What follows belongs to an exercise in optimizing a design on an open flow for small area, a short achievable clock period and few clock cycles per item; a production flow would make more cautious choices. Only simulation tests tie the RTL to the original design; equivalence was not proved. Power is estimated from default activity; no workload was simulated.

--- design/flow/config.mk ---
export PLATFORM = sky130hd
export DESIGN_NAME = radix_string_to_integer_unit
export DESIGN_NICKNAME = radix_string_to_integer_unit
export VERILOG_FILES = /design/flow/design.v
export SDC_FILE = /design/flow/constraint.sdc
export NUM_CORES = 4
export LEC_CHECK = 0
export CAP_MARGIN = 20
export CORE_MARGIN = 2
export CORE_UTILIZATION = 50
export PLACE_DENSITY = 0.7
export SETUP_SLACK_MARGIN = 2.4
export SLEW_MARGIN = 20
--- design/flow/constraint.sdc ---
create_clock -name core_clock -period 6.5 [get_ports {i_clk}]
set_input_delay 1.3000 -clock core_clock [delete_from_list [all_inputs] [get_ports {i_clk}]]
set_output_delay 1.3000 -clock core_clock [all_outputs]
set_load 0.01 [all_outputs]
--- design/flow/design.v ---
package rsti_pkg;
    localparam int MAX_DIGITS = 16;
    localparam int IDX_W      = 4;
    localparam int CNT_W      = 5;
    localparam int VAL_W      = 64;
    localparam int LO_W       = 32;
    localparam int Q_DEPTH    = 2;
    localparam int Q_PTR_W    = 1;
    localparam int Q_CNT_W    = 2;
    localparam logic [7:0] CH_MINUS = 8'h2D;
    localparam logic [7:0] CH_PLUS  = 8'h2B;
    localparam logic [7:0] CH_SPACE = 8'h20;
    localparam logic [7:0] CH_LF    = 8'h0A;
    localparam logic [7:0] CH_TAB   = 8'h09;
    localparam logic [7:0] CH_CR    = 8'h0D;
    localparam logic [7:0] CH_VT    = 8'h0B;
    localparam logic [7:0] CH_FF    = 8'h0C;
    localparam logic [7:0] CH_NUL   = 8'h00;
    localparam logic [1:0] REG_RADIX       = 2'd0;
    localparam logic [1:0] REG_DIGIT_COUNT = 2'd1;
    localparam logic [1:0] REG_DIGITS_LOW  = 2'd2;
    localparam logic [1:0] REG_DIGITS_HIGH = 2'd3;
    localparam logic [4:0]  RST_RADIX       = 5'd10;
    localparam logic [4:0]  RST_DIGIT_COUNT = 5'd10;
    localparam logic [63:0] RST_DIGITS_LOW  = 64'h3736_3534_3332_3130;
    localparam logic [63:0] RST_DIGITS_HIGH = 64'h0000_0000_0000_3938;
    typedef enum logic [1:0] {
        PH_WS   = 2'd0,
        PH_SIGN = 2'd1,
        PH_DIG  = 2'd2,
        PH_DONE = 2'd3
    } t_phase;
    typedef struct packed {
        logic             first;
        logic             space;
        logic             minus;
        logic             plus;
        logic             hit;
        logic [3:0]       idx;
    } t_tok;
    function automatic logic [7:0] booth(input logic [4:0] r);
        logic one0, two0, neg0, one1, two1, neg1, one2, two2;
        one0 = r[0];
        two0 = r[1] && !r[0];
        neg0 = r[1];
        one1 = r[1] ^ r[2];
        two1 = (r[3:1] == 3'b011) || (r[3:1] == 3'b100);
        neg1 = r[3] && !(r[2] && r[1]);
        one2 = r[3] ^ r[4];
        two2 = r[3] && r[4];
        booth = {two2, one2, neg1, two1, one1, neg0, two0, one0};
    endfunction
endpackage
module rsti_front (
    input  logic                        i_clk,
    input  logic                        i_rst_n,
    input  logic                        i_valid,
    output logic                        o_ready,
    input  logic [7:0]                  i_ch,
    input  logic                        i_first,
    input  logic [rsti_pkg::CNT_W-1:0]  i_digit_count,
    input  logic [2*rsti_pkg::VAL_W-1:0] i_alphabet,
    output logic                        o_qvalid,
    output rsti_pkg::t_tok              o_qtok,
    input  logic                        i_qpop
);
    rsti_pkg::t_tok                     w_tok;
    rsti_pkg::t_tok                     r_tok;
    logic                               r_tvalid;
    logic [7:0]                         w_entry;
    logic                               w_big;
    logic                               w_nul;
    always_comb begin
        w_big       = i_digit_count[4];
        w_nul       = (i_ch == rsti_pkg::CH_NUL);
        w_tok.first = i_first;
        w_tok.space = (i_ch == rsti_pkg::CH_SPACE) || (i_ch == rsti_pkg::CH_LF) ||
                      (i_ch == rsti_pkg::CH_TAB) || (i_ch == rsti_pkg::CH_CR) ||
                      (i_ch == rsti_pkg::CH_VT) || (i_ch == rsti_pkg::CH_FF);
        w_tok.minus = (i_ch == rsti_pkg::CH_MINUS);
        w_tok.plus  = (i_ch == rsti_pkg::CH_PLUS);
        w_tok.hit   = 1'b0;
        w_tok.idx   = '0;
        w_entry     = '0;
        for (int k = rsti_pkg::MAX_DIGITS - 1; k >= 0; k--) begin
            w_entry = i_alphabet[8*k +: 8];
            if ((w_big || (4'(k) < i_digit_count[3:0])) && !w_nul && (w_entry == i_ch)) begin
                w_tok.hit = 1'b1;
                w_tok.idx = rsti_pkg::IDX_W'(k);
            end
        end
    end
    assign o_ready  = i_qpop;
    assign o_qvalid = r_tvalid;
    assign o_qtok   = r_tok;
    always_ff @(posedge i_clk) begin
        if (i_qpop) begin
            r_tok <= w_tok;
        end
    end
    always_ff @(posedge i_clk) begin
        if (!i_rst_n) begin
            r_tvalid <= 1'b0;
        end else if (i_qpop) begin
            r_tvalid <= i_valid;
        end
    end
endmodule
module rsti_back (
    input  logic                          i_clk,
    input  logic                          i_rst_n,
    input  logic                          i_qvalid,
    input  rsti_pkg::t_tok                i_qtok,
    output logic                          o_qpop,
    input  logic [7:0]                    i_booth,
    input  logic [4:0]                    i_rm1,
    output logic                          o_valid,
    input  logic                          i_ready,
    output logic signed [rsti_pkg::VAL_W-1:0] o_value
);
    localparam int LO_W = rsti_pkg::LO_W;
    localparam int HI_W = rsti_pkg::VAL_W - LO_W;
    rsti_pkg::t_phase               r_phase;
    rsti_pkg::t_phase               n_phase;
    rsti_pkg::t_phase               w_ph;
    logic                           r_par;
    logic                           n_par;
    logic                           w_par;
    logic [LO_W-1:0]                r_lo;
    logic [HI_W-1:0]                r_hi;
    logic [LO_W-1:0]                w_lo_mac;
    logic                           w_lo_c;
    logic [4:0]                     w_lo_ca;
    logic [4:0]                     w_lo_cb;
    logic [4:0]                     w_carry;
    logic [HI_W-1:0]                w_hi_mac;
    logic [5:0]                     w_f;
    logic [LO_W-1:0]                w_lo_ld;
    logic [HI_W-1:0]                w_hi_ld;
    logic [4:0]                     r_ca;
    logic [4:0]                     r_cb;
    logic                           r_c;
    logic                           r_hmac;
    logic                           r_oval;
    logic                           w_run;
    logic                           w_pop;
    logic                           w_pre;
    logic                           w_emit;
    logic                           w_dig;
    logic                           w_rz;
    logic                           w_mac;
    logic                           w_load;
    logic                           w_lo_load;
    logic                           w_lo_step;
    logic                           w_lo_keep;
    logic                           w_hi_step;
    logic                           w_hi_keep;
    logic [LO_W-1:0]                w_lo_next;
    logic [HI_W-1:0]                w_hi_next;
    assign w_run   = !r_oval || i_ready;
    assign w_pop   = i_qvalid && w_run;
    assign o_qpop  = w_run;
    assign o_valid = r_oval;
    assign o_value = {r_hi, r_lo} ^ {rsti_pkg::VAL_W{r_par}};
    always_comb begin
        w_ph   = i_qtok.first ? rsti_pkg::PH_WS : r_phase;
        w_par  = i_qtok.first ? 1'b0 : r_par;
        w_pre  = (w_ph == rsti_pkg::PH_WS) || (w_ph == rsti_pkg::PH_SIGN);
        w_emit = 1'b0;
        w_dig  = 1'b0;
        n_phase = w_ph;
        n_par   = w_par;
        if (w_ph == rsti_pkg::PH_DONE) begin
            n_phase = rsti_pkg::PH_DONE;
        end else if ((w_ph == rsti_pkg::PH_WS) && i_qtok.space) begin
            n_phase = rsti_pkg::PH_WS;
        end else if (w_pre && i_qtok.minus) begin
            n_phase = rsti_pkg::PH_SIGN;
            n_par   = ~w_par;
        end else if (w_pre && i_qtok.plus) begin
            n_phase = rsti_pkg::PH_SIGN;
        end else if (i_qtok.hit) begin
            w_dig   = 1'b1;
            n_phase = rsti_pkg::PH_DIG;
        end else begin
            w_emit  = 1'b1;
            n_phase = rsti_pkg::PH_DONE;
        end
    end
    always_comb begin
        w_rz    = !(i_booth[0] || i_booth[1] || i_booth[3] || i_booth[4] ||
                    i_booth[6] || i_booth[7]);
        w_mac   = w_dig && !i_qtok.first && !w_rz;
        w_load  = i_qtok.first || (w_pre && i_qtok.minus) || (w_dig && w_rz);
        w_f     = 6'(i_qtok.idx) + (r_par ? 6'(i_rm1) : 6'd0);
        if (w_dig) begin
            w_lo_ld = w_par ? {{(LO_W-4){i_qtok.idx == '0}}, i_qtok.idx - 4'd1}
                            : LO_W'(i_qtok.idx);
            w_hi_ld = {HI_W{w_par && (i_qtok.idx == '0)}};
        end else begin
            w_lo_ld = {LO_W{n_par}};
            w_hi_ld = {HI_W{n_par}};
        end
    end
    rsti_mac_lo u_mac_lo (
        .i_v (r_lo),
        .i_b (i_booth),
        .i_f (w_f),
        .o_y (w_lo_mac),
        .o_c (w_lo_c),
        .o_ca (w_lo_ca),
        .o_cb (w_lo_cb)
    );
    assign w_carry = r_ca + r_cb + 5'(r_c);
    rsti_mac_hi u_mac_hi (
        .i_v (r_hi),
        .i_b (i_booth),
        .i_c (w_carry),
        .o_y (w_hi_mac)
    );
    always_comb begin
        w_lo_load = w_pop && w_load;
        w_lo_step = w_pop && w_mac;
        w_lo_keep = !(w_lo_load || w_lo_step);
        w_hi_step = r_hmac && !w_lo_load;
        w_hi_keep = !(w_lo_load || w_hi_step);
        w_lo_next = ({LO_W{w_lo_load}} & w_lo_ld) | ({LO_W{w_lo_step}} & w_lo_mac) |
                    ({LO_W{w_lo_keep}} & r_lo);
        w_hi_next = ({HI_W{w_lo_load}} & w_hi_ld) | ({HI_W{w_hi_step}} & w_hi_mac) |
                    ({HI_W{w_hi_keep}} & r_hi);
    end
    always_ff @(posedge i_clk) begin
        r_lo <= w_lo_next;
        r_hi <= w_hi_next;
        r_ca <= w_lo_ca;
        r_cb <= w_lo_cb;
        r_c  <= w_lo_c;
    end
    always_ff @(posedge i_clk) begin
        if (!i_rst_n) begin
            r_phase <= rsti_pkg::PH_DONE;
            r_par   <= 1'b0;
            r_oval  <= 1'b0;
            r_hmac  <= 1'b0;
        end else begin
            if (w_pop && w_emit) begin
                r_oval <= 1'b1;
            end else if (i_ready) begin
                r_oval <= 1'b0;
            end
            if (w_pop) begin
                r_phase <= n_phase;
                r_par   <= n_par;
            end
            r_hmac <= w_pop && w_mac;
        end
    end
endmodule
module rsti_mac_lo (
    input  logic [31:0] i_v,
    input  logic [7:0] i_b,
    input  logic [5:0] i_f,
    output logic [31:0] o_y,
    output logic o_c,
    output logic [4:0] o_ca,
    output logic [4:0] o_cb
);
    logic t0;
    logic t1;
    logic t2;
    logic t3;
    logic t4;
    logic t5;
    logic t6;
    logic t7;
    logic t8;
    logic t9;
    logic t10;
    logic t11;
    logic t12;
    logic t13;
    logic t14;
    logic t15;
    logic t16;
    logic t17;
    logic t18;
    logic t19;
    logic t20;
    logic t21;
    logic t22;
    logic t23;
    logic t24;
    logic t25;
    logic t26;
    logic t27;
    logic t28;
    logic t29;
    logic t30;
    logic t31;
    logic t32;
    logic t33;
    logic t34;
    logic t35;
    logic t36;
    logic t37;
    logic t38;
    logic t39;
    logic t40;
    logic t41;
    logic t42;
    logic t43;
    logic t44;
    logic t45;
    logic t46;
    logic t47;
    logic t48;
    logic t49;
    logic t50;
    logic t51;
    logic t52;
    logic t53;
    logic t54;
    logic t55;
    logic t56;
    logic t57;
    logic t58;
    logic t59;
    logic t60;
    logic t61;
    logic t62;
    logic t63;
    logic t64;
    logic t65;
    logic t66;
    logic t67;
    logic t68;
    logic t69;
    logic t70;
    logic t71;
    logic t72;
    logic t73;
    logic t74;
    logic t75;
    logic t76;
    logic t77;
    logic t78;
    logic t79;
    logic t80;
    logic t81;
    logic t82;
    logic t83;
    logic t84;
    logic t85;
    logic t86;
    logic t87;
    logic t88;
    logic t89;
    logic t90;
    logic t91;
    logic t92;
    logic t93;
    logic t94;
    logic t95;
    logic t96;
    logic t97;
    logic t98;
    logic t99;
    logic t100;
    logic t101;
    logic t102;
    logic t103;
    logic t104;
    logic t105;
    logic t106;
    logic t107;
    logic t108;
    logic t109;
    logic t110;
    logic t111;
    logic t112;
    logic t113;
    logic t114;
    logic t115;
    logic t116;
    logic t117;
    logic t118;
    logic t119;
    logic t120;
    logic t121;
    logic t122;
    logic t123;
    logic t124;
    logic t125;
    logic t126;
    logic t127;
    logic t128;
    logic t129;
    logic t130;
    logic t131;
    logic t132;
    logic t133;
    logic t134;
    logic t135;
    logic t136;
    logic t137;
    logic t138;
    logic t139;
    logic t140;
    logic t141;
    logic t142;
    logic t143;
    logic t144;
    logic t145;
    logic t146;
    logic t147;
    logic t148;
    logic t149;
    logic t150;
    logic t151;
    logic t152;
    logic t153;
    logic t154;
    logic t155;
    logic t156;
    logic t157;
    logic t158;
    logic t159;
    logic t160;
    logic t161;
    logic t162;
    logic t163;
    logic t164;
    logic t165;
    logic t166;
    logic t167;
    logic t168;
    logic t169;
    logic t170;
    logic t171;
    logic t172;
    logic t173;
    logic t174;
    logic t175;
    logic t176;
    logic t177;
    logic t178;
    logic t179;
    logic t180;
    logic t181;
    logic t182;
    logic t183;
    logic t184;
    logic t185;
    logic t186;
    logic t187;
    logic t188;
    logic t189;
    logic t190;
    logic t191;
    logic t192;
    logic t193;
    logic t194;
    logic t195;
    logic t196;
    logic t197;
    logic t198;
    logic t199;
    logic t200;
    logic t201;
    logic t202;
    logic t203;
    logic t204;
    logic t205;
    logic t206;
    logic t207;
    logic t208;
    logic t209;
    logic t210;
    logic t211;
    logic t212;
    logic t213;
    logic t214;
    logic t215;
    logic t216;
    logic t217;
    logic t218;
    logic t219;
    logic t220;
    logic t221;
    logic t222;
    logic t223;
    logic t224;
    logic t225;
    logic t226;
    logic t227;
    logic t228;
    logic t229;
    logic t230;
    logic t231;
    logic t232;
    logic t233;
    logic t234;
    logic t235;
    logic t236;
    logic t237;
    logic t238;
    logic t239;
    logic t240;
    logic t241;
    logic t242;
    assign t0 = ((i_b[0] & i_v[0])) ^ i_b[2];
    assign t1 = ((i_b[0] & i_v[1]) | (i_b[1] & i_v[0])) ^ i_b[2];
    assign t2 = ((i_b[0] & i_v[2]) | (i_b[1] & i_v[1])) ^ i_b[2];
    assign t3 = ((i_b[0] & i_v[3]) | (i_b[1] & i_v[2])) ^ i_b[2];
    assign t4 = ((i_b[0] & i_v[4]) | (i_b[1] & i_v[3])) ^ i_b[2];
    assign t5 = ((i_b[0] & i_v[5]) | (i_b[1] & i_v[4])) ^ i_b[2];
    assign t6 = ((i_b[0] & i_v[6]) | (i_b[1] & i_v[5])) ^ i_b[2];
    assign t7 = ((i_b[0] & i_v[7]) | (i_b[1] & i_v[6])) ^ i_b[2];
    assign t8 = ((i_b[0] & i_v[8]) | (i_b[1] & i_v[7])) ^ i_b[2];
    assign t9 = ((i_b[0] & i_v[9]) | (i_b[1] & i_v[8])) ^ i_b[2];
    assign t10 = ((i_b[0] & i_v[10]) | (i_b[1] & i_v[9])) ^ i_b[2];
    assign t11 = ((i_b[0] & i_v[11]) | (i_b[1] & i_v[10])) ^ i_b[2];
    assign t12 = ((i_b[0] & i_v[12]) | (i_b[1] & i_v[11])) ^ i_b[2];
    assign t13 = ((i_b[0] & i_v[13]) | (i_b[1] & i_v[12])) ^ i_b[2];
    assign t14 = ((i_b[0] & i_v[14]) | (i_b[1] & i_v[13])) ^ i_b[2];
    assign t15 = ((i_b[0] & i_v[15]) | (i_b[1] & i_v[14])) ^ i_b[2];
    assign t16 = ((i_b[0] & i_v[16]) | (i_b[1] & i_v[15])) ^ i_b[2];
    assign t17 = ((i_b[0] & i_v[17]) | (i_b[1] & i_v[16])) ^ i_b[2];
    assign t18 = ((i_b[0] & i_v[18]) | (i_b[1] & i_v[17])) ^ i_b[2];
    assign t19 = ((i_b[0] & i_v[19]) | (i_b[1] & i_v[18])) ^ i_b[2];
    assign t20 = ((i_b[0] & i_v[20]) | (i_b[1] & i_v[19])) ^ i_b[2];
    assign t21 = ((i_b[0] & i_v[21]) | (i_b[1] & i_v[20])) ^ i_b[2];
    assign t22 = ((i_b[0] & i_v[22]) | (i_b[1] & i_v[21])) ^ i_b[2];
    assign t23 = ((i_b[0] & i_v[23]) | (i_b[1] & i_v[22])) ^ i_b[2];
    assign t24 = ((i_b[0] & i_v[24]) | (i_b[1] & i_v[23])) ^ i_b[2];
    assign t25 = ((i_b[0] & i_v[25]) | (i_b[1] & i_v[24])) ^ i_b[2];
    assign t26 = ((i_b[0] & i_v[26]) | (i_b[1] & i_v[25])) ^ i_b[2];
    assign t27 = ((i_b[0] & i_v[27]) | (i_b[1] & i_v[26])) ^ i_b[2];
    assign t28 = ((i_b[0] & i_v[28]) | (i_b[1] & i_v[27])) ^ i_b[2];
    assign t29 = ((i_b[0] & i_v[29]) | (i_b[1] & i_v[28])) ^ i_b[2];
    assign t30 = ((i_b[0] & i_v[30]) | (i_b[1] & i_v[29])) ^ i_b[2];
    assign t31 = ((i_b[0] & i_v[31]) | (i_b[1] & i_v[30])) ^ i_b[2];
    assign t32 = ((i_b[1] & i_v[31])) ^ i_b[2];
    assign t33 = ((i_b[3] & i_v[0])) ^ i_b[5];
    assign t34 = ((i_b[3] & i_v[1]) | (i_b[4] & i_v[0])) ^ i_b[5];
    assign t35 = ((i_b[3] & i_v[2]) | (i_b[4] & i_v[1])) ^ i_b[5];
    assign t36 = ((i_b[3] & i_v[3]) | (i_b[4] & i_v[2])) ^ i_b[5];
    assign t37 = ((i_b[3] & i_v[4]) | (i_b[4] & i_v[3])) ^ i_b[5];
    assign t38 = ((i_b[3] & i_v[5]) | (i_b[4] & i_v[4])) ^ i_b[5];
    assign t39 = ((i_b[3] & i_v[6]) | (i_b[4] & i_v[5])) ^ i_b[5];
    assign t40 = ((i_b[3] & i_v[7]) | (i_b[4] & i_v[6])) ^ i_b[5];
    assign t41 = ((i_b[3] & i_v[8]) | (i_b[4] & i_v[7])) ^ i_b[5];
    assign t42 = ((i_b[3] & i_v[9]) | (i_b[4] & i_v[8])) ^ i_b[5];
    assign t43 = ((i_b[3] & i_v[10]) | (i_b[4] & i_v[9])) ^ i_b[5];
    assign t44 = ((i_b[3] & i_v[11]) | (i_b[4] & i_v[10])) ^ i_b[5];
    assign t45 = ((i_b[3] & i_v[12]) | (i_b[4] & i_v[11])) ^ i_b[5];
    assign t46 = ((i_b[3] & i_v[13]) | (i_b[4] & i_v[12])) ^ i_b[5];
    assign t47 = ((i_b[3] & i_v[14]) | (i_b[4] & i_v[13])) ^ i_b[5];
    assign t48 = ((i_b[3] & i_v[15]) | (i_b[4] & i_v[14])) ^ i_b[5];
    assign t49 = ((i_b[3] & i_v[16]) | (i_b[4] & i_v[15])) ^ i_b[5];
    assign t50 = ((i_b[3] & i_v[17]) | (i_b[4] & i_v[16])) ^ i_b[5];
    assign t51 = ((i_b[3] & i_v[18]) | (i_b[4] & i_v[17])) ^ i_b[5];
    assign t52 = ((i_b[3] & i_v[19]) | (i_b[4] & i_v[18])) ^ i_b[5];
    assign t53 = ((i_b[3] & i_v[20]) | (i_b[4] & i_v[19])) ^ i_b[5];
    assign t54 = ((i_b[3] & i_v[21]) | (i_b[4] & i_v[20])) ^ i_b[5];
    assign t55 = ((i_b[3] & i_v[22]) | (i_b[4] & i_v[21])) ^ i_b[5];
    assign t56 = ((i_b[3] & i_v[23]) | (i_b[4] & i_v[22])) ^ i_b[5];
    assign t57 = ((i_b[3] & i_v[24]) | (i_b[4] & i_v[23])) ^ i_b[5];
    assign t58 = ((i_b[3] & i_v[25]) | (i_b[4] & i_v[24])) ^ i_b[5];
    assign t59 = ((i_b[3] & i_v[26]) | (i_b[4] & i_v[25])) ^ i_b[5];
    assign t60 = ((i_b[3] & i_v[27]) | (i_b[4] & i_v[26])) ^ i_b[5];
    assign t61 = ((i_b[3] & i_v[28]) | (i_b[4] & i_v[27])) ^ i_b[5];
    assign t62 = ((i_b[3] & i_v[29]) | (i_b[4] & i_v[28])) ^ i_b[5];
    assign t63 = ((i_b[3] & i_v[30]) | (i_b[4] & i_v[29])) ^ i_b[5];
    assign t64 = ((i_b[3] & i_v[31]) | (i_b[4] & i_v[30])) ^ i_b[5];
    assign t65 = ((i_b[4] & i_v[31])) ^ i_b[5];
    assign t66 = (i_b[6] & i_v[0]);
    assign t67 = (i_b[6] & i_v[1]) | (i_b[7] & i_v[0]);
    assign t68 = (i_b[6] & i_v[2]) | (i_b[7] & i_v[1]);
    assign t69 = (i_b[6] & i_v[3]) | (i_b[7] & i_v[2]);
    assign t70 = (i_b[6] & i_v[4]) | (i_b[7] & i_v[3]);
    assign t71 = (i_b[6] & i_v[5]) | (i_b[7] & i_v[4]);
    assign t72 = (i_b[6] & i_v[6]) | (i_b[7] & i_v[5]);
    assign t73 = (i_b[6] & i_v[7]) | (i_b[7] & i_v[6]);
    assign t74 = (i_b[6] & i_v[8]) | (i_b[7] & i_v[7]);
    assign t75 = (i_b[6] & i_v[9]) | (i_b[7] & i_v[8]);
    assign t76 = (i_b[6] & i_v[10]) | (i_b[7] & i_v[9]);
    assign t77 = (i_b[6] & i_v[11]) | (i_b[7] & i_v[10]);
    assign t78 = (i_b[6] & i_v[12]) | (i_b[7] & i_v[11]);
    assign t79 = (i_b[6] & i_v[13]) | (i_b[7] & i_v[12]);
    assign t80 = (i_b[6] & i_v[14]) | (i_b[7] & i_v[13]);
    assign t81 = (i_b[6] & i_v[15]) | (i_b[7] & i_v[14]);
    assign t82 = (i_b[6] & i_v[16]) | (i_b[7] & i_v[15]);
    assign t83 = (i_b[6] & i_v[17]) | (i_b[7] & i_v[16]);
    assign t84 = (i_b[6] & i_v[18]) | (i_b[7] & i_v[17]);
    assign t85 = (i_b[6] & i_v[19]) | (i_b[7] & i_v[18]);
    assign t86 = (i_b[6] & i_v[20]) | (i_b[7] & i_v[19]);
    assign t87 = (i_b[6] & i_v[21]) | (i_b[7] & i_v[20]);
    assign t88 = (i_b[6] & i_v[22]) | (i_b[7] & i_v[21]);
    assign t89 = (i_b[6] & i_v[23]) | (i_b[7] & i_v[22]);
    assign t90 = (i_b[6] & i_v[24]) | (i_b[7] & i_v[23]);
    assign t91 = (i_b[6] & i_v[25]) | (i_b[7] & i_v[24]);
    assign t92 = (i_b[6] & i_v[26]) | (i_b[7] & i_v[25]);
    assign t93 = (i_b[6] & i_v[27]) | (i_b[7] & i_v[26]);
    assign t94 = (i_b[6] & i_v[28]) | (i_b[7] & i_v[27]);
    assign t95 = (i_b[6] & i_v[29]) | (i_b[7] & i_v[28]);
    assign t96 = (i_b[6] & i_v[30]) | (i_b[7] & i_v[29]);
    assign t97 = (i_b[6] & i_v[31]) | (i_b[7] & i_v[30]);
    assign t98 = (i_b[7] & i_v[31]);
    assign t99 = t2 ^ t33;
    assign t100 = t2 & t33;
    assign t101 = t3 ^ t34;
    assign t102 = t3 & t34;
    assign t103 = t4 ^ t35 ^ t66;
    assign t104 = (t4 & t35) | (t4 & t66) | (t35 & t66);
    assign t105 = t5 ^ t36 ^ t67;
    assign t106 = (t5 & t36) | (t5 & t67) | (t36 & t67);
    assign t107 = t6 ^ t37;
    assign t108 = t6 & t37;
    assign t109 = t7 ^ t38;
    assign t110 = t7 & t38;
    assign t111 = t8 ^ t39;
    assign t112 = t8 & t39;
    assign t113 = t9 ^ t40;
    assign t114 = t9 & t40;
    assign t115 = t10 ^ t41;
    assign t116 = t10 & t41;
    assign t117 = t11 ^ t42;
    assign t118 = t11 & t42;
    assign t119 = t12 ^ t43;
    assign t120 = t12 & t43;
    assign t121 = t13 ^ t44;
    assign t122 = t13 & t44;
    assign t123 = t14 ^ t45;
    assign t124 = t14 & t45;
    assign t125 = t15 ^ t46;
    assign t126 = t15 & t46;
    assign t127 = t16 ^ t47;
    assign t128 = t16 & t47;
    assign t129 = t17 ^ t48;
    assign t130 = t17 & t48;
    assign t131 = t18 ^ t49;
    assign t132 = t18 & t49;
    assign t133 = t19 ^ t50;
    assign t134 = t19 & t50;
    assign t135 = t20 ^ t51;
    assign t136 = t20 & t51;
    assign t137 = t21 ^ t52;
    assign t138 = t21 & t52;
    assign t139 = t22 ^ t53;
    assign t140 = t22 & t53;
    assign t141 = t23 ^ t54;
    assign t142 = t23 & t54;
    assign t143 = t24 ^ t55;
    assign t144 = t24 & t55;
    assign t145 = t25 ^ t56;
    assign t146 = t25 & t56;
    assign t147 = t26 ^ t57;
    assign t148 = t26 & t57;
    assign t149 = t27 ^ t58;
    assign t150 = t27 & t58;
    assign t151 = t28 ^ t59;
    assign t152 = t28 & t59;
    assign t153 = t29 ^ t60;
    assign t154 = t29 & t60;
    assign t155 = t30 ^ t61;
    assign t156 = t30 & t61;
    assign t157 = t31 ^ t62;
    assign t158 = t31 & t62;
    assign t159 = t32 ^ t63;
    assign t160 = t32 & t63;
    assign t161 = i_b[2] ^ t64;
    assign t162 = i_b[2] & t64;
    assign t163 = i_b[2] ^ t65;
    assign t164 = i_b[2] & t65;
    assign t165 = i_b[2] ^ i_b[5];
    assign t166 = i_b[2] & i_b[5];
    assign t167 = i_b[2] ^ i_b[5];
    assign t168 = i_b[2] & i_b[5];
    assign t169 = t0 ^ i_b[2];
    assign t170 = t0 & i_b[2];
    assign t171 = t1 ^ i_f[1];
    assign t172 = t1 & i_f[1];
    assign t173 = t99 ^ i_b[5] ^ i_f[2];
    assign t174 = (t99 & i_b[5]) | (t99 & i_f[2]) | (i_b[5] & i_f[2]);
    assign t175 = t100 ^ t101 ^ i_f[3];
    assign t176 = (t100 & t101) | (t100 & i_f[3]) | (t101 & i_f[3]);
    assign t177 = t102 ^ t103 ^ i_f[4];
    assign t178 = (t102 & t103) | (t102 & i_f[4]) | (t103 & i_f[4]);
    assign t179 = t104 ^ t105 ^ i_f[5];
    assign t180 = (t104 & t105) | (t104 & i_f[5]) | (t105 & i_f[5]);
    assign t181 = t106 ^ t107 ^ t68;
    assign t182 = (t106 & t107) | (t106 & t68) | (t107 & t68);
    assign t183 = t108 ^ t109 ^ t69;
    assign t184 = (t108 & t109) | (t108 & t69) | (t109 & t69);
    assign t185 = t110 ^ t111 ^ t70;
    assign t186 = (t110 & t111) | (t110 & t70) | (t111 & t70);
    assign t187 = t112 ^ t113 ^ t71;
    assign t188 = (t112 & t113) | (t112 & t71) | (t113 & t71);
    assign t189 = t114 ^ t115 ^ t72;
    assign t190 = (t114 & t115) | (t114 & t72) | (t115 & t72);
    assign t191 = t116 ^ t117 ^ t73;
    assign t192 = (t116 & t117) | (t116 & t73) | (t117 & t73);
    assign t193 = t118 ^ t119 ^ t74;
    assign t194 = (t118 & t119) | (t118 & t74) | (t119 & t74);
    assign t195 = t120 ^ t121 ^ t75;
    assign t196 = (t120 & t121) | (t120 & t75) | (t121 & t75);
    assign t197 = t122 ^ t123 ^ t76;
    assign t198 = (t122 & t123) | (t122 & t76) | (t123 & t76);
    assign t199 = t124 ^ t125 ^ t77;
    assign t200 = (t124 & t125) | (t124 & t77) | (t125 & t77);
    assign t201 = t126 ^ t127 ^ t78;
    assign t202 = (t126 & t127) | (t126 & t78) | (t127 & t78);
    assign t203 = t128 ^ t129 ^ t79;
    assign t204 = (t128 & t129) | (t128 & t79) | (t129 & t79);
    assign t205 = t130 ^ t131 ^ t80;
    assign t206 = (t130 & t131) | (t130 & t80) | (t131 & t80);
    assign t207 = t132 ^ t133 ^ t81;
    assign t208 = (t132 & t133) | (t132 & t81) | (t133 & t81);
    assign t209 = t134 ^ t135 ^ t82;
    assign t210 = (t134 & t135) | (t134 & t82) | (t135 & t82);
    assign t211 = t136 ^ t137 ^ t83;
    assign t212 = (t136 & t137) | (t136 & t83) | (t137 & t83);
    assign t213 = t138 ^ t139 ^ t84;
    assign t214 = (t138 & t139) | (t138 & t84) | (t139 & t84);
    assign t215 = t140 ^ t141 ^ t85;
    assign t216 = (t140 & t141) | (t140 & t85) | (t141 & t85);
    assign t217 = t142 ^ t143 ^ t86;
    assign t218 = (t142 & t143) | (t142 & t86) | (t143 & t86);
    assign t219 = t144 ^ t145 ^ t87;
    assign t220 = (t144 & t145) | (t144 & t87) | (t145 & t87);
    assign t221 = t146 ^ t147 ^ t88;
    assign t222 = (t146 & t147) | (t146 & t88) | (t147 & t88);
    assign t223 = t148 ^ t149 ^ t89;
    assign t224 = (t148 & t149) | (t148 & t89) | (t149 & t89);
    assign t225 = t150 ^ t151 ^ t90;
    assign t226 = (t150 & t151) | (t150 & t90) | (t151 & t90);
    assign t227 = t152 ^ t153 ^ t91;
    assign t228 = (t152 & t153) | (t152 & t91) | (t153 & t91);
    assign t229 = t154 ^ t155 ^ t92;
    assign t230 = (t154 & t155) | (t154 & t92) | (t155 & t92);
    assign t231 = t156 ^ t157 ^ t93;
    assign t232 = (t156 & t157) | (t156 & t93) | (t157 & t93);
    assign t233 = t158 ^ t159 ^ t94;
    assign t234 = (t158 & t159) | (t158 & t94) | (t159 & t94);
    assign t235 = t160 ^ t161 ^ t95;
    assign t236 = (t160 & t161) | (t160 & t95) | (t161 & t95);
    assign t237 = t162 ^ t163 ^ t96;
    assign t238 = (t162 & t163) | (t162 & t96) | (t163 & t96);
    assign t239 = t164 ^ t165 ^ t97;
    assign t240 = (t164 & t165) | (t164 & t97) | (t165 & t97);
    assign t241 = t166 ^ t167 ^ t98;
    assign t242 = (t166 & t167) | (t166 & t98) | (t167 & t98);
    assign {o_c, o_y} = {1'b0, t230, t228, t226, t224, t222, t220, t218, t216, t214, t212, t210, t208, t206, t204, t202, t200, t198, t196, t194, t192, t190, t188, t186, t184, t182, t180, t178, t176, t174, t172, t170, t169} + {1'b0, t231, t229, t227, t225, t223, t221, t219, t217, t215, t213, t211, t209, t207, t205, t203, t201, t199, t197, t195, t193, t191, t189, t187, t185, t183, t181, t179, t177, t175, t173, t171, i_f[0]};
    assign o_ca = {t240, t238, t236, t234, t232};
    assign o_cb = {t241, t239, t237, t235, t233};
endmodule
module rsti_mac_hi (
    input  logic [31:0] i_v,
    input  logic [7:0] i_b,
    input  logic [4:0] i_c,
    output logic [31:0] o_y
);
    logic t0;
    logic t1;
    logic t2;
    logic t3;
    logic t4;
    logic t5;
    logic t6;
    logic t7;
    logic t8;
    logic t9;
    logic t10;
    logic t11;
    logic t12;
    logic t13;
    logic t14;
    logic t15;
    logic t16;
    logic t17;
    logic t18;
    logic t19;
    logic t20;
    logic t21;
    logic t22;
    logic t23;
    logic t24;
    logic t25;
    logic t26;
    logic t27;
    logic t28;
    logic t29;
    logic t30;
    logic t31;
    logic t32;
    logic t33;
    logic t34;
    logic t35;
    logic t36;
    logic t37;
    logic t38;
    logic t39;
    logic t40;
    logic t41;
    logic t42;
    logic t43;
    logic t44;
    logic t45;
    logic t46;
    logic t47;
    logic t48;
    logic t49;
    logic t50;
    logic t51;
    logic t52;
    logic t53;
    logic t54;
    logic t55;
    logic t56;
    logic t57;
    logic t58;
    logic t59;
    logic t60;
    logic t61;
    logic t62;
    logic t63;
    logic t64;
    logic t65;
    logic t66;
    logic t67;
    logic t68;
    logic t69;
    logic t70;
    logic t71;
    logic t72;
    logic t73;
    logic t74;
    logic t75;
    logic t76;
    logic t77;
    logic t78;
    logic t79;
    logic t80;
    logic t81;
    logic t82;
    logic t83;
    logic t84;
    logic t85;
    logic t86;
    logic t87;
    logic t88;
    logic t89;
    logic t90;
    logic t91;
    logic t92;
    logic t93;
    logic t94;
    logic t95;
    logic t96;
    logic t97;
    logic t98;
    logic t99;
    logic t100;
    logic t101;
    logic t102;
    logic t103;
    logic t104;
    logic t105;
    logic t106;
    logic t107;
    logic t108;
    logic t109;
    logic t110;
    logic t111;
    logic t112;
    logic t113;
    logic t114;
    logic t115;
    logic t116;
    logic t117;
    logic t118;
    logic t119;
    logic t120;
    logic t121;
    logic t122;
    logic t123;
    logic t124;
    logic t125;
    logic t126;
    logic t127;
    logic t128;
    logic t129;
    logic t130;
    logic t131;
    logic t132;
    logic t133;
    logic t134;
    logic t135;
    logic t136;
    logic t137;
    logic t138;
    logic t139;
    logic t140;
    logic t141;
    logic t142;
    logic t143;
    logic t144;
    logic t145;
    logic t146;
    logic t147;
    logic t148;
    logic t149;
    logic t150;
    logic t151;
    logic t152;
    logic t153;
    logic t154;
    logic t155;
    logic t156;
    logic t157;
    logic t158;
    logic t159;
    logic t160;
    logic t161;
    logic t162;
    logic t163;
    logic t164;
    logic t165;
    logic t166;
    logic t167;
    logic t168;
    logic t169;
    logic t170;
    logic t171;
    logic t172;
    logic t173;
    logic t174;
    logic t175;
    logic t176;
    logic t177;
    logic t178;
    logic t179;
    logic t180;
    logic t181;
    logic t182;
    logic t183;
    logic t184;
    logic t185;
    logic t186;
    logic t187;
    logic t188;
    logic t189;
    logic t190;
    logic t191;
    logic t192;
    logic t193;
    logic t194;
    logic t195;
    logic t196;
    logic t197;
    logic t198;
    logic t199;
    logic t200;
    logic t201;
    logic t202;
    logic t203;
    logic t204;
    logic t205;
    logic t206;
    logic t207;
    logic t208;
    logic t209;
    logic t210;
    logic t211;
    logic t212;
    logic t213;
    assign t0 = ((i_b[0] & i_v[0])) ^ i_b[2];
    assign t1 = ((i_b[0] & i_v[1]) | (i_b[1] & i_v[0])) ^ i_b[2];
    assign t2 = ((i_b[0] & i_v[2]) | (i_b[1] & i_v[1])) ^ i_b[2];
    assign t3 = ((i_b[0] & i_v[3]) | (i_b[1] & i_v[2])) ^ i_b[2];
    assign t4 = ((i_b[0] & i_v[4]) | (i_b[1] & i_v[3])) ^ i_b[2];
    assign t5 = ((i_b[0] & i_v[5]) | (i_b[1] & i_v[4])) ^ i_b[2];
    assign t6 = ((i_b[0] & i_v[6]) | (i_b[1] & i_v[5])) ^ i_b[2];
    assign t7 = ((i_b[0] & i_v[7]) | (i_b[1] & i_v[6])) ^ i_b[2];
    assign t8 = ((i_b[0] & i_v[8]) | (i_b[1] & i_v[7])) ^ i_b[2];
    assign t9 = ((i_b[0] & i_v[9]) | (i_b[1] & i_v[8])) ^ i_b[2];
    assign t10 = ((i_b[0] & i_v[10]) | (i_b[1] & i_v[9])) ^ i_b[2];
    assign t11 = ((i_b[0] & i_v[11]) | (i_b[1] & i_v[10])) ^ i_b[2];
    assign t12 = ((i_b[0] & i_v[12]) | (i_b[1] & i_v[11])) ^ i_b[2];
    assign t13 = ((i_b[0] & i_v[13]) | (i_b[1] & i_v[12])) ^ i_b[2];
    assign t14 = ((i_b[0] & i_v[14]) | (i_b[1] & i_v[13])) ^ i_b[2];
    assign t15 = ((i_b[0] & i_v[15]) | (i_b[1] & i_v[14])) ^ i_b[2];
    assign t16 = ((i_b[0] & i_v[16]) | (i_b[1] & i_v[15])) ^ i_b[2];
    assign t17 = ((i_b[0] & i_v[17]) | (i_b[1] & i_v[16])) ^ i_b[2];
    assign t18 = ((i_b[0] & i_v[18]) | (i_b[1] & i_v[17])) ^ i_b[2];
    assign t19 = ((i_b[0] & i_v[19]) | (i_b[1] & i_v[18])) ^ i_b[2];
    assign t20 = ((i_b[0] & i_v[20]) | (i_b[1] & i_v[19])) ^ i_b[2];
    assign t21 = ((i_b[0] & i_v[21]) | (i_b[1] & i_v[20])) ^ i_b[2];
    assign t22 = ((i_b[0] & i_v[22]) | (i_b[1] & i_v[21])) ^ i_b[2];
    assign t23 = ((i_b[0] & i_v[23]) | (i_b[1] & i_v[22])) ^ i_b[2];
    assign t24 = ((i_b[0] & i_v[24]) | (i_b[1] & i_v[23])) ^ i_b[2];
    assign t25 = ((i_b[0] & i_v[25]) | (i_b[1] & i_v[24])) ^ i_b[2];
    assign t26 = ((i_b[0] & i_v[26]) | (i_b[1] & i_v[25])) ^ i_b[2];
    assign t27 = ((i_b[0] & i_v[27]) | (i_b[1] & i_v[26])) ^ i_b[2];
    assign t28 = ((i_b[0] & i_v[28]) | (i_b[1] & i_v[27])) ^ i_b[2];
    assign t29 = ((i_b[0] & i_v[29]) | (i_b[1] & i_v[28])) ^ i_b[2];
    assign t30 = ((i_b[0] & i_v[30]) | (i_b[1] & i_v[29])) ^ i_b[2];
    assign t31 = ((i_b[0] & i_v[31]) | (i_b[1] & i_v[30])) ^ i_b[2];
    assign t32 = ((i_b[3] & i_v[0])) ^ i_b[5];
    assign t33 = ((i_b[3] & i_v[1]) | (i_b[4] & i_v[0])) ^ i_b[5];
    assign t34 = ((i_b[3] & i_v[2]) | (i_b[4] & i_v[1])) ^ i_b[5];
    assign t35 = ((i_b[3] & i_v[3]) | (i_b[4] & i_v[2])) ^ i_b[5];
    assign t36 = ((i_b[3] & i_v[4]) | (i_b[4] & i_v[3])) ^ i_b[5];
    assign t37 = ((i_b[3] & i_v[5]) | (i_b[4] & i_v[4])) ^ i_b[5];
    assign t38 = ((i_b[3] & i_v[6]) | (i_b[4] & i_v[5])) ^ i_b[5];
    assign t39 = ((i_b[3] & i_v[7]) | (i_b[4] & i_v[6])) ^ i_b[5];
    assign t40 = ((i_b[3] & i_v[8]) | (i_b[4] & i_v[7])) ^ i_b[5];
    assign t41 = ((i_b[3] & i_v[9]) | (i_b[4] & i_v[8])) ^ i_b[5];
    assign t42 = ((i_b[3] & i_v[10]) | (i_b[4] & i_v[9])) ^ i_b[5];
    assign t43 = ((i_b[3] & i_v[11]) | (i_b[4] & i_v[10])) ^ i_b[5];
    assign t44 = ((i_b[3] & i_v[12]) | (i_b[4] & i_v[11])) ^ i_b[5];
    assign t45 = ((i_b[3] & i_v[13]) | (i_b[4] & i_v[12])) ^ i_b[5];
    assign t46 = ((i_b[3] & i_v[14]) | (i_b[4] & i_v[13])) ^ i_b[5];
    assign t47 = ((i_b[3] & i_v[15]) | (i_b[4] & i_v[14])) ^ i_b[5];
    assign t48 = ((i_b[3] & i_v[16]) | (i_b[4] & i_v[15])) ^ i_b[5];
    assign t49 = ((i_b[3] & i_v[17]) | (i_b[4] & i_v[16])) ^ i_b[5];
    assign t50 = ((i_b[3] & i_v[18]) | (i_b[4] & i_v[17])) ^ i_b[5];
    assign t51 = ((i_b[3] & i_v[19]) | (i_b[4] & i_v[18])) ^ i_b[5];
    assign t52 = ((i_b[3] & i_v[20]) | (i_b[4] & i_v[19])) ^ i_b[5];
    assign t53 = ((i_b[3] & i_v[21]) | (i_b[4] & i_v[20])) ^ i_b[5];
    assign t54 = ((i_b[3] & i_v[22]) | (i_b[4] & i_v[21])) ^ i_b[5];
    assign t55 = ((i_b[3] & i_v[23]) | (i_b[4] & i_v[22])) ^ i_b[5];
    assign t56 = ((i_b[3] & i_v[24]) | (i_b[4] & i_v[23])) ^ i_b[5];
    assign t57 = ((i_b[3] & i_v[25]) | (i_b[4] & i_v[24])) ^ i_b[5];
    assign t58 = ((i_b[3] & i_v[26]) | (i_b[4] & i_v[25])) ^ i_b[5];
    assign t59 = ((i_b[3] & i_v[27]) | (i_b[4] & i_v[26])) ^ i_b[5];
    assign t60 = ((i_b[3] & i_v[28]) | (i_b[4] & i_v[27])) ^ i_b[5];
    assign t61 = ((i_b[3] & i_v[29]) | (i_b[4] & i_v[28])) ^ i_b[5];
    assign t62 = (i_b[6] & i_v[0]);
    assign t63 = (i_b[6] & i_v[1]) | (i_b[7] & i_v[0]);
    assign t64 = (i_b[6] & i_v[2]) | (i_b[7] & i_v[1]);
    assign t65 = (i_b[6] & i_v[3]) | (i_b[7] & i_v[2]);
    assign t66 = (i_b[6] & i_v[4]) | (i_b[7] & i_v[3]);
    assign t67 = (i_b[6] & i_v[5]) | (i_b[7] & i_v[4]);
    assign t68 = (i_b[6] & i_v[6]) | (i_b[7] & i_v[5]);
    assign t69 = (i_b[6] & i_v[7]) | (i_b[7] & i_v[6]);
    assign t70 = (i_b[6] & i_v[8]) | (i_b[7] & i_v[7]);
    assign t71 = (i_b[6] & i_v[9]) | (i_b[7] & i_v[8]);
    assign t72 = (i_b[6] & i_v[10]) | (i_b[7] & i_v[9]);
    assign t73 = (i_b[6] & i_v[11]) | (i_b[7] & i_v[10]);
    assign t74 = (i_b[6] & i_v[12]) | (i_b[7] & i_v[11]);
    assign t75 = (i_b[6] & i_v[13]) | (i_b[7] & i_v[12]);
    assign t76 = (i_b[6] & i_v[14]) | (i_b[7] & i_v[13]);
    assign t77 = (i_b[6] & i_v[15]) | (i_b[7] & i_v[14]);
    assign t78 = (i_b[6] & i_v[16]) | (i_b[7] & i_v[15]);
    assign t79 = (i_b[6] & i_v[17]) | (i_b[7] & i_v[16]);
    assign t80 = (i_b[6] & i_v[18]) | (i_b[7] & i_v[17]);
    assign t81 = (i_b[6] & i_v[19]) | (i_b[7] & i_v[18]);
    assign t82 = (i_b[6] & i_v[20]) | (i_b[7] & i_v[19]);
    assign t83 = (i_b[6] & i_v[21]) | (i_b[7] & i_v[20]);
    assign t84 = (i_b[6] & i_v[22]) | (i_b[7] & i_v[21]);
    assign t85 = (i_b[6] & i_v[23]) | (i_b[7] & i_v[22]);
    assign t86 = (i_b[6] & i_v[24]) | (i_b[7] & i_v[23]);
    assign t87 = (i_b[6] & i_v[25]) | (i_b[7] & i_v[24]);
    assign t88 = (i_b[6] & i_v[26]) | (i_b[7] & i_v[25]);
    assign t89 = (i_b[6] & i_v[27]) | (i_b[7] & i_v[26]);
    assign t90 = t2 ^ t32;
    assign t91 = t2 & t32;
    assign t92 = t3 ^ t33;
    assign t93 = t3 & t33;
    assign t94 = t4 ^ t34 ^ t62;
    assign t95 = (t4 & t34) | (t4 & t62) | (t34 & t62);
    assign t96 = t5 ^ t35;
    assign t97 = t5 & t35;
    assign t98 = t6 ^ t36;
    assign t99 = t6 & t36;
    assign t100 = t7 ^ t37;
    assign t101 = t7 & t37;
    assign t102 = t8 ^ t38;
    assign t103 = t8 & t38;
    assign t104 = t9 ^ t39;
    assign t105 = t9 & t39;
    assign t106 = t10 ^ t40;
    assign t107 = t10 & t40;
    assign t108 = t11 ^ t41;
    assign t109 = t11 & t41;
    assign t110 = t12 ^ t42;
    assign t111 = t12 & t42;
    assign t112 = t13 ^ t43;
    assign t113 = t13 & t43;
    assign t114 = t14 ^ t44;
    assign t115 = t14 & t44;
    assign t116 = t15 ^ t45;
    assign t117 = t15 & t45;
    assign t118 = t16 ^ t46;
    assign t119 = t16 & t46;
    assign t120 = t17 ^ t47;
    assign t121 = t17 & t47;
    assign t122 = t18 ^ t48;
    assign t123 = t18 & t48;
    assign t124 = t19 ^ t49;
    assign t125 = t19 & t49;
    assign t126 = t20 ^ t50;
    assign t127 = t20 & t50;
    assign t128 = t21 ^ t51;
    assign t129 = t21 & t51;
    assign t130 = t22 ^ t52;
    assign t131 = t22 & t52;
    assign t132 = t23 ^ t53;
    assign t133 = t23 & t53;
    assign t134 = t24 ^ t54;
    assign t135 = t24 & t54;
    assign t136 = t25 ^ t55;
    assign t137 = t25 & t55;
    assign t138 = t26 ^ t56;
    assign t139 = t26 & t56;
    assign t140 = t27 ^ t57;
    assign t141 = t27 & t57;
    assign t142 = t28 ^ t58;
    assign t143 = t28 & t58;
    assign t144 = t29 ^ t59;
    assign t145 = t29 & t59;
    assign t146 = t30 ^ t60;
    assign t147 = t30 & t60;
    assign t148 = t31 ^ t61;
    assign t149 = t31 & t61;
    assign t150 = t0 ^ i_b[2];
    assign t151 = t0 & i_b[2];
    assign t152 = t1 ^ i_c[1];
    assign t153 = t1 & i_c[1];
    assign t154 = t90 ^ i_b[5] ^ i_c[2];
    assign t155 = (t90 & i_b[5]) | (t90 & i_c[2]) | (i_b[5] & i_c[2]);
    assign t156 = t91 ^ t92 ^ i_c[3];
    assign t157 = (t91 & t92) | (t91 & i_c[3]) | (t92 & i_c[3]);
    assign t158 = t93 ^ t94 ^ i_c[4];
    assign t159 = (t93 & t94) | (t93 & i_c[4]) | (t94 & i_c[4]);
    assign t160 = t95 ^ t96 ^ t63;
    assign t161 = (t95 & t96) | (t95 & t63) | (t96 & t63);
    assign t162 = t97 ^ t98 ^ t64;
    assign t163 = (t97 & t98) | (t97 & t64) | (t98 & t64);
    assign t164 = t99 ^ t100 ^ t65;
    assign t165 = (t99 & t100) | (t99 & t65) | (t100 & t65);
    assign t166 = t101 ^ t102 ^ t66;
    assign t167 = (t101 & t102) | (t101 & t66) | (t102 & t66);
    assign t168 = t103 ^ t104 ^ t67;
    assign t169 = (t103 & t104) | (t103 & t67) | (t104 & t67);
    assign t170 = t105 ^ t106 ^ t68;
    assign t171 = (t105 & t106) | (t105 & t68) | (t106 & t68);
    assign t172 = t107 ^ t108 ^ t69;
    assign t173 = (t107 & t108) | (t107 & t69) | (t108 & t69);
    assign t174 = t109 ^ t110 ^ t70;
    assign t175 = (t109 & t110) | (t109 & t70) | (t110 & t70);
    assign t176 = t111 ^ t112 ^ t71;
    assign t177 = (t111 & t112) | (t111 & t71) | (t112 & t71);
    assign t178 = t113 ^ t114 ^ t72;
    assign t179 = (t113 & t114) | (t113 & t72) | (t114 & t72);
    assign t180 = t115 ^ t116 ^ t73;
    assign t181 = (t115 & t116) | (t115 & t73) | (t116 & t73);
    assign t182 = t117 ^ t118 ^ t74;
    assign t183 = (t117 & t118) | (t117 & t74) | (t118 & t74);
    assign t184 = t119 ^ t120 ^ t75;
    assign t185 = (t119 & t120) | (t119 & t75) | (t120 & t75);
    assign t186 = t121 ^ t122 ^ t76;
    assign t187 = (t121 & t122) | (t121 & t76) | (t122 & t76);
    assign t188 = t123 ^ t124 ^ t77;
    assign t189 = (t123 & t124) | (t123 & t77) | (t124 & t77);
    assign t190 = t125 ^ t126 ^ t78;
    assign t191 = (t125 & t126) | (t125 & t78) | (t126 & t78);
    assign t192 = t127 ^ t128 ^ t79;
    assign t193 = (t127 & t128) | (t127 & t79) | (t128 & t79);
    assign t194 = t129 ^ t130 ^ t80;
    assign t195 = (t129 & t130) | (t129 & t80) | (t130 & t80);
    assign t196 = t131 ^ t132 ^ t81;
    assign t197 = (t131 & t132) | (t131 & t81) | (t132 & t81);
    assign t198 = t133 ^ t134 ^ t82;
    assign t199 = (t133 & t134) | (t133 & t82) | (t134 & t82);
    assign t200 = t135 ^ t136 ^ t83;
    assign t201 = (t135 & t136) | (t135 & t83) | (t136 & t83);
    assign t202 = t137 ^ t138 ^ t84;
    assign t203 = (t137 & t138) | (t137 & t84) | (t138 & t84);
    assign t204 = t139 ^ t140 ^ t85;
    assign t205 = (t139 & t140) | (t139 & t85) | (t140 & t85);
    assign t206 = t141 ^ t142 ^ t86;
    assign t207 = (t141 & t142) | (t141 & t86) | (t142 & t86);
    assign t208 = t143 ^ t144 ^ t87;
    assign t209 = (t143 & t144) | (t143 & t87) | (t144 & t87);
    assign t210 = t145 ^ t146 ^ t88;
    assign t211 = (t145 & t146) | (t145 & t88) | (t146 & t88);
    assign t212 = t147 ^ t148 ^ t89;
    assign t213 = (t147 & t148) | (t147 & t89) | (t148 & t89);
    assign o_y = {t211, t209, t207, t205, t203, t201, t199, t197, t195, t193, t191, t189, t187, t185, t183, t181, t179, t177, t175, t173, t171, t169, t167, t165, t163, t161, t159, t157, t155, t153, t151, t150} + {t212, t210, t208, t206, t204, t202, t200, t198, t196, t194, t192, t190, t188, t186, t184, t182, t180, t178, t176, t174, t172, t170, t168, t166, t164, t162, t160, t158, t156, t154, t152, i_c[0]};
endmodule
module radix_string_to_integer_unit (
    input  logic                              i_clk,
    input  logic                              i_rst_n,
    input  logic                              i_valid,
    output logic                              o_ready,
    input  logic [7:0]                        i_ch,
    input  logic                              i_first,
    output logic                              o_valid,
    input  logic                              i_ready,
    output logic signed [rsti_pkg::VAL_W-1:0] o_value,
    input  logic                              i_cfg_we,
    input  logic [1:0]                        i_cfg_idx,
    input  logic [rsti_pkg::VAL_W-1:0]        i_cfg_data
);
    logic [7:0]                  r_booth;
    logic [4:0]                  r_rm1;
    logic [rsti_pkg::CNT_W-1:0]  r_digit_count;
    logic [rsti_pkg::VAL_W-1:0]  r_digits_low;
    logic [rsti_pkg::VAL_W-1:0]  r_digits_high;
    logic                        w_qvalid;
    rsti_pkg::t_tok              w_qtok;
    logic                        w_qpop;
    always_ff @(posedge i_clk) begin
        if (!i_rst_n) begin
            r_booth       <= rsti_pkg::booth(rsti_pkg::RST_RADIX);
            r_rm1         <= rsti_pkg::RST_RADIX - 5'd1;
            r_digit_count <= rsti_pkg::RST_DIGIT_COUNT;
            r_digits_low  <= rsti_pkg::RST_DIGITS_LOW;
            r_digits_high <= rsti_pkg::RST_DIGITS_HIGH;
        end else if (i_cfg_we) begin
            case (i_cfg_idx)
                rsti_pkg::REG_RADIX: begin
                    r_booth <= rsti_pkg::booth(i_cfg_data[4:0]);
                    r_rm1   <= i_cfg_data[4:0] - 5'd1;
                end
                rsti_pkg::REG_DIGIT_COUNT: r_digit_count <= i_cfg_data[4:0];
                rsti_pkg::REG_DIGITS_LOW:  r_digits_low  <= i_cfg_data;
                rsti_pkg::REG_DIGITS_HIGH: r_digits_high <= i_cfg_data;
                default: begin
                end
            endcase
        end
    end
    rsti_front u_front (
        .i_clk         (i_clk),
        .i_rst_n       (i_rst_n),
        .i_valid       (i_valid),
        .o_ready       (o_ready),
        .i_ch          (i_ch),
        .i_first       (i_first),
        .i_digit_count (r_digit_count),
        .i_alphabet    ({r_digits_high, r_digits_low}),
        .o_qvalid      (w_qvalid),
        .o_qtok        (w_qtok),
        .i_qpop        (w_qpop)
    );
    rsti_back u_back (
        .i_clk    (i_clk),
        .i_rst_n  (i_rst_n),
        .i_qvalid (w_qvalid),
        .i_qtok   (w_qtok),
        .o_qpop   (w_qpop),
        .i_booth  (r_booth),
        .i_rm1    (r_rm1),
        .o_valid  (o_valid),
        .i_ready  (i_ready),
        .o_value  (o_value)
    );
endmodule
--- design/flow/flow/run.sh ---
#!/bin/bash
# Own flow: the standard layout (standard.sh, unchanged synthesis), with
# one change: every input and output port still gets its own buffer, but a
# plain sky130_fd_sc_hd__buf_1 rather than the delay cell buffer_ports picks
# by itself. standard.sh's output goes to standard.log; each ORFS step keeps
# its own log under orfs/logs/.
set -euo pipefail
bash standard.sh "BUFFER_PORTS_ARGS=-buffer_cell sky130_fd_sc_hd__buf_1" finish > standard.log 2>&1
--- design/flow/standard.sh ---
#!/bin/bash
# synth_recipe.tcl (not shown) runs the flow's synth.tcl, then flattens the netlist and writes it again
# the make line also repeats each setting of config.mk as NAME=value (left out here)
make -C /OpenROAD-flow-scripts/flow DESIGN_CONFIG=/design/flow/config.mk WORK_HOME=/design/flow/orfs CLKGATE_MAP_FILE= SYNTH_SCRIPT=/design/flow/synth_recipe.tcl "${@:-finish}"
==> run summary, run 1 <==
* Outcome: no timing/DRC/antenna violations
* Largest net degree at the start of global routing at 84
* Register area share after synthesis at 0.241
* Detailed Route Iter0 Violations at between 1000 and 1500
* Global-route wire length before repair at between 90 and 100 mm
* DRC Markers at 0
* PwrDens at approximately 610 nW/um^2
* Setup TNS at 0 ns
* VDD IR-drop max at around 0.00045 V
* Final WS setup at between 2 and 2.5 ns
* Clock-pin slew on the worst setup and hold paths at around 0.06 ns
* Reg2reg end: u_back.r_hi[25]$_DFF_P_
* P&R area growth vs syn at 13.8%
* Synth Area in Adders at 0.157
* Worst rel slew slack at 0.328
* Final slew viol count at 0
* Number of diodes at 0
* Tightest Pin Transition at about 1.0 ns
* Gr ovfl total at 0
* Reg-to-Reg Start: u_back.r_c$_DFF_P_
* Min-Delay Path Depth at 2
* CTS buffer count at 29
* Worst min path class: flop to flop
* CTS sink count at about 240
* Path type of the worst setup path: flop to flop
* Final Hold Vio Count at 0
* Fin Hold WS at between 0.4 and 0.5 ns
* Routed vias/inst at 5.97
* Count leader, synth: nand2_1
* Synth cell types at between 70 and 80
* Cell Count, Final, Fillers Out at slightly below 3000
* Final-stage net count at between 2000 and 3000
* Post-Syn Instances at about 2400
* Fraction of registers with async set/reset at 0
* Layout cells sized above 1 at 0.0975
* Port Buffers at around 150
* Via Count at 17781
* Max Clock Freq at between 200 and 250 MHz
* Clock tree buffer depth at 3
* Starting density of the core at 0.505
* CTS H-tree depth at 1
* #FFs+latches synth at approximately 240
* Final HPWL DP at about 38 mm
* Multiplexer share of the synthesized area at 0.0101
* Post-Place Cells at 2878
* TritonRoute pass-1 iters at 5
* Synth area leader: dfxtp_1
* Area share of the largest cell type after synthesis at 0.228
* Critical path launch point type: flop
* Commonest cells in the netlist: nand2_1 (346), xnor2_1 (244), dfxtp_1 (227)
* Total wire length at about 57 mm
* Hold Path Sink: r_digits_high[11]$_SDFFE_PN1P_
* Crit. End Element: flop
* CTS tree: done
* # rows at between 70 and 80
* Leakage at slightly above 9 nW
* Clock skew at approximately 0.014 ns
* RSZ-0062 raised after global routing: true
* Routed Antenna Nets at 0
* Synth area leaders: dfxtp_1 (23%), xnor2_1 (11%), ha_1 (8.7%)
* Synth Area in XOR/XNOR at 0.167
* Ports at roughly 150
* Vias in the first global route at 17258
* Filler cells at approximately 3500
* Pre-CTS setup slack at approximately 1.6 ns
* Initial antenna violation count at 0
* CTS root buffer: clkbuf_16
* Clock latency (worst-skew pair) at slightly below 0.6 ns
* Worst endpoint required time at 7.02 ns
* Synthesized area at between 15000 and 20000 sq um
* Core box area at about 40000 sq um
* Top_reg_cell synth: dfxtp_1
* HP Start: r_digits_high[11]$_SDFFE_PN1P_
* Die Ht at just over 200 um
* Yosys warns at 3
* Max Cap Viol at 0
* Post-Syn Nets at about 2700
* Crit-path max FO at 3
* Minimum clock period at 4.20 ns
* Post-Synth Simple-Gate Area at 0.143
* Final setup fails at 0
* Count of flip-flops with a built-in enable after synthesis at 9
* Avg Cell Area, Syn at ~8.3 sq um
* Wire length per cell at ~19 um
* Die W at between 200 and 250 um
* Area of the die at around 42000 sq um
* Crit share post-route at 0.646
* Largest family of logic cells by synthesized area: compound AO/OA/AOI/OAI gates
* Placer Congestion at roughly 0.94
* Worst Reg2Reg Path Length in Cells at 19
* GRT Total Usage at 0.267
* Final total power at 13.9 mW
* Post-CTS Hold Fix Bufs at 0
* Arr. time, crit path at 4.72 ns
* Flop-to-flop setup slack at approximately 2.3 ns
* Post-synthesis compound-gate area fraction at 0.227
stage by stage:
step | utilization | cell area [sq um]
after floorplan | - | 20100
after global placement | 0.522 | 20600
after detailed placement | 0.522 | 20600
after CTS | 0.562 | 22200
after global routing | 0.575 | 22700
final | 0.575 | 22700
repair_timing:
item,4_1_cts,5_1_grt
setup endpoints to repair,42,32
pin swaps,22,43
buffers inserted,30,12
resized for setup,44,90
cloned,2,0
power by group:
| part | internal, mW | switching [mW] | leakage [nW] |
|---|---|---|---|
| Clock | 1.15 | 0.706 | 0.522 |
| Combinational | 4.54 | 5.47 | 6.65 |
| Sequential | 1.63 | 0.358 | 1.97 |
cells in the final DEF (no fill, tap or decap), types with 67 or more instances in the layout:
cell type | Yosys | final
a21oi_1 | 82 | 67
nand3_1 | 82 | 79
a21boi_0 | 97 | 96
buf_1 | 46 | 144
ha_1 | 139 | 128
a22oi_1 | 126 | 124
nand2_1 | 346 | 344
o21ai_0 | 87 | 72
xnor2_1 | 244 | 242
dfxtp_1 | 227 | 209
xor2_1 | 137 | 135
worst max-delay path, cell delays in order, from the launching register on:
cell	delay (ns)
dfxtp_2	0.33
fa_2	0.40
inv_2	0.06
fa_2	0.20
inv_2	0.04
a21o_1	0.17
a21oi_2	0.13
xnor2_1	0.11
fa_1	0.50
inv_2	0.04
ha_4	0.29
nand2_4	0.06
o311a_1	0.31
or3_4	0.35
and4_4	0.22
o21bai_4	0.19
a21boi_2	0.09
o311a_1	0.30
o31ai_1	0.21
a21o_1	0.15
worst max path at each step:
stage	startpoint	to	depth (start not counted)
2_1_floorplan	u_back.r_par$_SDFFE_PN0P_	u_back.r_lo[16]$_DFF_P_	22
4_1_cts	u_back.r_ca[0]$_DFF_P_	u_back.r_hi[25]$_DFF_P_	19
6_report	u_back.r_c$_DFF_P_	u_back.r_hi[25]$_DFF_P_	19
3_5_place_dp	r_booth[1]$_SDFFE_PN1P_	u_back.r_hi[31]$_DFF_P_	16
3_3_place_gp	r_booth[1]$_SDFFE_PN1P_	u_back.r_hi[31]$_DFF_P_	16
5_1_grt	u_back.r_c$_DFF_P_	u_back.r_hi[25]$_DFF_P_	19
flip-flops by register name, indices dropped and copies added, names as in the netlist, 2 cells and up:
register,count
r_digits_high,64
r_digits_low,64
u_back.r_hi,32
u_back.r_lo,32
u_front.r_tok,9
r_booth,8
r_digit_count,5
r_rm1,5
u_back.r_ca,5
u_back.r_cb,5
u_back.r_phase,2
cell type report:
class                           count  area [sq um]  area share
Timing Repair Buffer              217          1280      0.0563
Sequential cell                   236          4860       0.214
Multi-Input combinational cell   1882         14600       0.643
Inverter                           62           233      0.0102
Tap cell                          525           657      0.0289
Clock inverter                     24           365      0.0161
Clock buffer                       30           729      0.0321
metal layers:
metal | GRT usage | share of wire | vias to the layer above
met5 | 0 | 0 | -
met4 | 0.0855 | 0.028 | 0
met3 | 0.0357 | 0.063 | 110
met2 | 0.462 | 0.49 | 619
met1 | 0.345 | 0.42 | 8626
li1 | - | - | 8426
cells by family after synthesis:
group / after synthesis
compound gates: 639
flops: 236
simple gates: 633
xor+xnor: 381
mux: 20
buf+inv: 289
fa+ha+maj: 209
Testbench counts, summed over its fixed seeds: cycles 18,815, items 18,783.
==> run 2, diff against run 1 <==
==> design/flow/flow/run.sh (replaced) <==
#!/bin/bash
# Own flow: the standard layout (standard.sh, unchanged synthesis), with
# two changes: every input and output port still gets its own buffer, but a
# plain sky130_fd_sc_hd__buf_1 rather than the delay cell buffer_ports picks
# by itself; and clock tree synthesis adds no dummy loads. standard.sh's
# output goes to standard.log; each ORFS step keeps its own log under
# orfs/logs/.
set -euo pipefail
bash standard.sh "BUFFER_PORTS_ARGS=-buffer_cell sky130_fd_sc_hd__buf_1" \
  "CTS_ARGS=-sink_clustering_enable -repair_clock_nets -dont_use_dummy_load" \
  finish > standard.log 2>&1
--- a/design/flow/config.mk
+++ b/design/flow/config.mk
@@ -8,6 +8,6 @@
 export CAP_MARGIN = 20
 export CORE_MARGIN = 2
-export CORE_UTILIZATION = 50
-export PLACE_DENSITY = 0.7
+export CORE_UTILIZATION = 60
+export PLACE_DENSITY = 0.75
 export SETUP_SLACK_MARGIN = 2.4
 export SLEW_MARGIN = 20
==> run 2 against run 1 <==
Clock-buffer cell count shrank 2. Largest cell class unchanged. Sequential cell count unchanged. Clock power is 29% lower. Die area fell by 16%. Routed wire length about the same. Power is essentially flat. Largest power group unchanged. Highest routed layer is now met5. Global-route usage rose by 4.4 points. Final cell count is 3.3% lower. Critical path depth unchanged.
==> run summary, run 2 <==
* Die W at 186 um (-8.5%)
* Fraction of registers with async set/reset at 0 (unchanged)
* Final setup fails at 0 (unchanged)
* Max Cap Viol at 0 (unchanged)
* Starting density of the core at 0.612 (+0.107)
* Most frequent cells in the layout: nand2_1 (343), xnor2_1 (243), dfxtp_1 (213)
* Vias in the first global route at 17506 (+1.4%)
* Crit. End Element: flop
* CTS tree: done
* Flop pwr share at 0.145 (about the same)
* Post-Place Cells at 2794 (-2.9%)
* Avg Cell Area, Syn at 8.30 sq um (unchanged)
* Largest net degree at the start of global routing at 78 (-7.1%)
* PwrDens at 622 nW/um^2 (+2.0%)
* Die Ht at 186 um (-8.5%)
* Path type of the worst setup path: flop to flop
* Flop-to-flop setup slack at 2.25 ns (-0.05 ns)
* Total wire length at 56.7 mm (about the same)
* Number of diodes at 0 (unchanged)
* Outcome: no timing/DRC/antenna violations
* Via Count at 17964 (+1.0%)
* Post-Syn Instances at 2407 (unchanged)
* Count of flip-flops with a built-in enable after synthesis at 9 (unchanged)
* Final HPWL DP at 37.0 mm (-1.4%)
* Crit share post-route at 0.653 (+0.00731)
* Psw at 6.60 mW (+1.0%)
* Gr ovfl total at 0 (unchanged)
* Area of the die at 34800 sq um (-16%)
* CTS root buffer: clkbuf_16
* Area post-placement at 20500 sq um (-0.56%)
* Setup TNS at 0 ns (unchanged)
* Yosys warns at 3 (unchanged)
* Detailed Route Iter0 Violations at 1667 (+29%)
* Ports at 146 (unchanged)
* Cell Int Power at 7.26 mW (-0.84%)
* Commonest cells in the netlist: nand2_1 (346), xnor2_1 (244), dfxtp_1 (227)
* Final Hold Vio Count at 0 (unchanged)
* Layout cells sized above 1 at 0.0928 (-0.00470)
* CTS H-tree depth at 1 (unchanged)
* Clock skew at 0.0818 ns (+0.0677 ns)
* Cell Count, Final, Fillers Out at 2877 (-3.3%)
* CTS sink count at 236 (unchanged)
* TritonRoute pass-1 iters at 5 (unchanged)
* DRC Markers at 0 (unchanged)
* Logic gate share of total power at 0.760 (+0.037)
* Arr. time, crit path at 4.68 ns (-0.04 ns)
* Critical path launch point type: flop
* Clk pwr share at 0.095 (-0.039)
* CTS buffer count at 28 (-3.4%)
==> run 2: stage by stage <==
step            util  setup WS (ns)
2_1_floorplan      -           2.40
3_3_place_gp   0.629           1.72
3_5_place_dp   0.629           1.58
4_1_cts        0.668           2.32
5_1_grt        0.684           2.10
6_report       0.684           2.25
==> run 2: final timing paths <==
kind	from	endpoint	depth (start not counted)
worst max-delay path	u_back.r_ca[0]$_DFF_P_	u_back.r_hi[24]$_DFF_P_	19
worst min-delay path	r_digits_low[33]$_SDFFE_PN0P_	r_digits_low[33]$_SDFFE_PN0P_	2
worst min register to register	r_digits_low[33]$_SDFFE_PN0P_	r_digits_low[33]$_SDFFE_PN0P_	2
worst max register to register	u_back.r_ca[0]$_DFF_P_	u_back.r_hi[24]$_DFF_P_	19
==> run 2: cells by family (layout without fill, tap and decap cells) <==
| family | after synthesis | in the layout | share of synthesized area |
|---|---|---|---|
| adder cells (fa/ha/maj) | 209 | 209 | 0.157 |
| flip-flops | 236 | 236 | 0.241 |
| XOR/XNOR | 381 | 381 | 0.167 |
| AND/OR/NAND/NOR | 633 | 633 | 0.143 |
| multiplexers | 20 | 20 | 0.0101 |
| buffers and inverters | 289 | 317 | 0.0553 |
| AO/OA/AOI/OAI | 639 | 639 | 0.227 |
==> run 2: timing repair <==
| action | in CTS | in global routing |
|---|---|---|
| resized for setup | 51 | 86 |
| pin swaps | 36 | 35 |
| hold buffers | 0 | 0 |
| endpoints found under the setup margin | 48 | 32 |
| cloned | 0 | 1 |
| setup buffers | 37 | 17 |
==> run 2: power groups by stage <==
stage / logic, mW / registers, mW / clock network (mW)
after detailed placement: 8.48 / 2.04 / 0
final: 10.5 / 2.01 / 1.32
after global routing: 11.5 / 2.03 / 1.39
after floorplan: 7.09 / 1.71 / 0
after CTS: 9.18 / 1.99 / 1.34
after global placement: 8.34 / 2.03 / 0
==> run 2: metal layers <==
metal  share of wire  track usage  wire [um]  up-vias
met5         0.00023            0         13        -
li1                -            -          -     8419
met4           0.038        0.121       2130        2
met3           0.067       0.0438       3810      143
met2            0.48        0.541      27500      695
met1            0.41        0.393      23300     8705
==> run 2: cell type report <==
type                    instances  area, sq um
multi-input cells            1882        14600
fillers                      2664        10300
flip-flops and latches        236         4850
repair buffers                227         1370
clock buffers                  28          701
well taps                     442          553
inverters                      62          233
==> run 2: critical path, stage by stage, from the launching register on <==
cell      delay (ns)
dfxtp_2         0.32
fa_2            0.39
inv_2           0.06
fa_2            0.22
inv_2           0.05
a21o_1          0.17
a21oi_2         0.15
xnor2_1         0.15
fa_1            0.47
inv_2           0.10
ha_4            0.21
buf_4           0.15
a21oi_4         0.20
a31oi_4         0.13
a311o_2         0.40
o211ai_4        0.25
a21boi_1        0.14
o21a_1          0.22
o21a_1          0.17
o31ai_1         0.21

Setup slack of run 2, layout unchanged: 2.253 ns with ideal ports, 2.253 ns with driving cells assumed (clock clkbuf_16, inputs buf_2), 2.253 ns with port delays also shifted by the 0.604 ns mid clock arrival.
